This is an optimization exercise on Yosys and OpenROAD, whose aim is small area, a short achievable clock period and few clock cycles per item, not a production implementation.
The RTL was checked by simulation tests, not by an equivalence proof against the original design.
No activity file was given, so power comes from the tool's default toggle rates.

## conv_top
module conv_top (
    input  logic                                  clk_i,
    input  logic                                  rstn_i,
    input  logic                                  cfg_valid_i,
    input  logic [9*8-1:0]    cfg_coef_i,
    input  conv_pkg::conv_mode_e                  cfg_mode_i,
    input  logic                                  cfg_sat_i,
    input  logic                                  pix_valid_i,
    input  conv_pkg::pix_t                        pix_i,
    input  logic                                  stall_i,
    output logic                                  busy_o,
    output logic                                  out_valid_o,
    output conv_pkg::pix_t                        out_pix_o
);
==> flow/config.mk <==
export PLATFORM = sky130hd
export DESIGN_NAME = conv_top
export DESIGN_NICKNAME = conv_top
export VERILOG_FILES = /design/flow/design.v
export SDC_FILE = /design/flow/constraint.sdc
export NUM_CORES = 4
export LEC_CHECK = 0
export CAP_MARGIN = 20
export CORE_MARGIN = 2
export CORE_UTILIZATION = 60
export CTS_BUF_LIST = sky130_fd_sc_hd__clkbuf_8
export CTS_CLUSTER_DIAMETER = 40
export CTS_CLUSTER_SIZE = 16
export SLEW_MARGIN = 20
==> flow/constraint.sdc <==
create_clock -name core_clock -period 11.0 [get_ports {clk_i}]
set_input_delay 2.2000 -clock core_clock [delete_from_list [all_inputs] [get_ports {clk_i}]]
set_output_delay 2.2000 -clock core_clock [all_outputs]
set_load 0.01 [all_outputs]
standard.sh (not shown) runs the stock make flow with config.mk's settings and CLKGATE_MAP_FILE= SYNTH_SCRIPT=/design/flow/synth_recipe.tcl, a recipe that flattens the netlist after the stock synthesis.
==> flow/flow/run.sh <==
#!/bin/bash
set -euo pipefail
bash standard.sh \
  SETUP_SLACK_MARGIN=7.0 \
  "CTS_ARGS=-sink_clustering_enable -repair_clock_nets -dont_use_dummy_load -sink_clustering_size 16 -sink_clustering_max_diameter 40 -buf_list sky130_fd_sc_hd__clkbuf_8 -root_buf sky130_fd_sc_hd__clkbuf_16" \
  finish > flow_make.log 2>&1
The first run finished with timing, DRC and antenna clean.
Testbench counts at the start, summed over its fixed seeds: cycles 1,542,548, pixels 1,536,000.
Next try:
==> flow/flow/run.sh (replaced) <==
#!/bin/bash
set -euo pipefail
bash standard.sh \
  SETUP_SLACK_MARGIN=7.0 \
  "CTS_ARGS=-sink_clustering_enable -repair_clock_nets -dont_use_dummy_load -sink_clustering_size 20 -sink_clustering_max_diameter 45 -buf_list sky130_fd_sc_hd__clkbuf_8 -root_buf sky130_fd_sc_hd__clkbuf_16" \
  finish > flow_make.log 2>&1
- CTS_CLUSTER_DIAMETER: 40 -> 45
- CTS_CLUSTER_SIZE: 16 -> 20
Result:
- The changed run went through all stages and came out clean
- worst hold slack degrades by 11 ps
- setup slack improves by 16 ps
- cell count drops by 0.56%
- clock-buffer cell count drops by 51
- power drops by 1.2%
- flip-flop and latch count does not change
- global-route usage drops by 0.12 points
- via count drops by about 0.8%

* * *

== amber ==
conv_top, a different RTL version from the one above (not shown whole).
For scale: roughly 5500 flip-flops, about 140000 um^2 of cells after synthesis.
clock: 11.0 ns
lec_check: 0
cap_margin: 20
core_margin: 2
core_utilization: 60
cts_buf_list: sky130_fd_sc_hd__clkbuf_8
cts_cluster_diameter: 40
cts_cluster_size: 16
slew_margin: 20
run.sh (not shown) runs the stock make flow with config.mk's settings and CLKGATE_MAP_FILE= SYNTH_SCRIPT=/design/flow/synth_recipe.tcl, a recipe that flattens the netlist after the stock synthesis.
Stock flow here: none of the scripts above is used.
Testbench counts of amber, summed over its fixed seeds: cycles 1,542,548, pixels 1,536,000.
Input changes introduced in lagoon (baseline for comparison: amber):
==> flow/flow/run.sh (new file) <==
#!/bin/bash
set -euo pipefail
bash standard.sh \
  SETUP_SLACK_MARGIN=7.0 \
  "CTS_ARGS=-sink_clustering_enable -repair_clock_nets -dont_use_dummy_load -sink_clustering_size 16 -sink_clustering_max_diameter 40 -buf_list sky130_fd_sc_hd__clkbuf_8" \
  finish > flow_make.log 2>&1
==> flow/standard.sh (new file) <==
#!/bin/bash
# synth_recipe.tcl (not shown) runs the flow's synth.tcl, then flattens the netlist and writes it again
# the make line also repeats each setting of config.mk as NAME=value (left out here)
make -C /OpenROAD-flow-scripts/flow DESIGN_CONFIG=/design/flow/config.mk WORK_HOME=/design/flow/orfs CLKGATE_MAP_FILE= SYNTH_SCRIPT=/design/flow/synth_recipe.tcl "${@:-finish}"
removed: flow/run.sh
## What came out
lagoon vs amber — net count reported at finish climbed slightly. Status: final non-filler cell area parity (amber, lagoon). For the CTS buffer count, lagoon came in about 0.4% higher than amber did. For amber, the end of the critical path was i_conv_engine.ob_r[12]$_DFF_P_, unlike lagoon, where it was i_conv_engine.r2b_r[11]$_DFFE_PP_. Looking at part of the total power dissipated in the clock network, lagoon sits 3.8 points lower than amber does.

-- static timing again, ports no longer ideal --
No port has a modelled driver above. Below, the same layouts with a new extraction and two added sets of constraints. Step 1, drivers: a clkbuf_16 drives clk_i and a buf_2 each remaining input, both assumed. Step 2 moves the port delays by t, midway between the first and last clock arrival at a register: inputs arrive t later, outputs are due t later. That takes back most of the time a late clock gives input paths. Slacks: ideal ports / drivers / drivers and shift; pairs: ideal ports / drivers.
| run | t (ns) | setup slack, ns | hold slack, ns | latest minus earliest clock arrival (ns) | pins driven straight from the clock port |
|---|---|---|---|---|---|
| the first run of note 1 | 0.928 | 6.879 / 6.879 / 6.175 | 0.274 / 0.274 / 0.274 | 0.129 / 0.129 | 1 |
| the second run of note 1 | 0.928 | 6.895 / 6.895 / 6.223 | 0.263 / 0.263 / 0.263 | 0.134 / 0.134 | 1 |
| amber | 1.123 | 5.895 / 5.895 / 5.895 | 0.263 / 0.263 / 0.263 | 0.158 / 0.158 | 1 |
| lagoon | 1.119 | 6.823 / 6.823 / 6.178 | 0.245 / 0.245 / 0.245 | 0.167 / 0.166 | 1 |
After both steps every run listed still meets setup and hold. For the first run of note 1, which loses most, drivers alone change the setup slack by 0.000 ns; drivers and shift together by -0.704 ns.
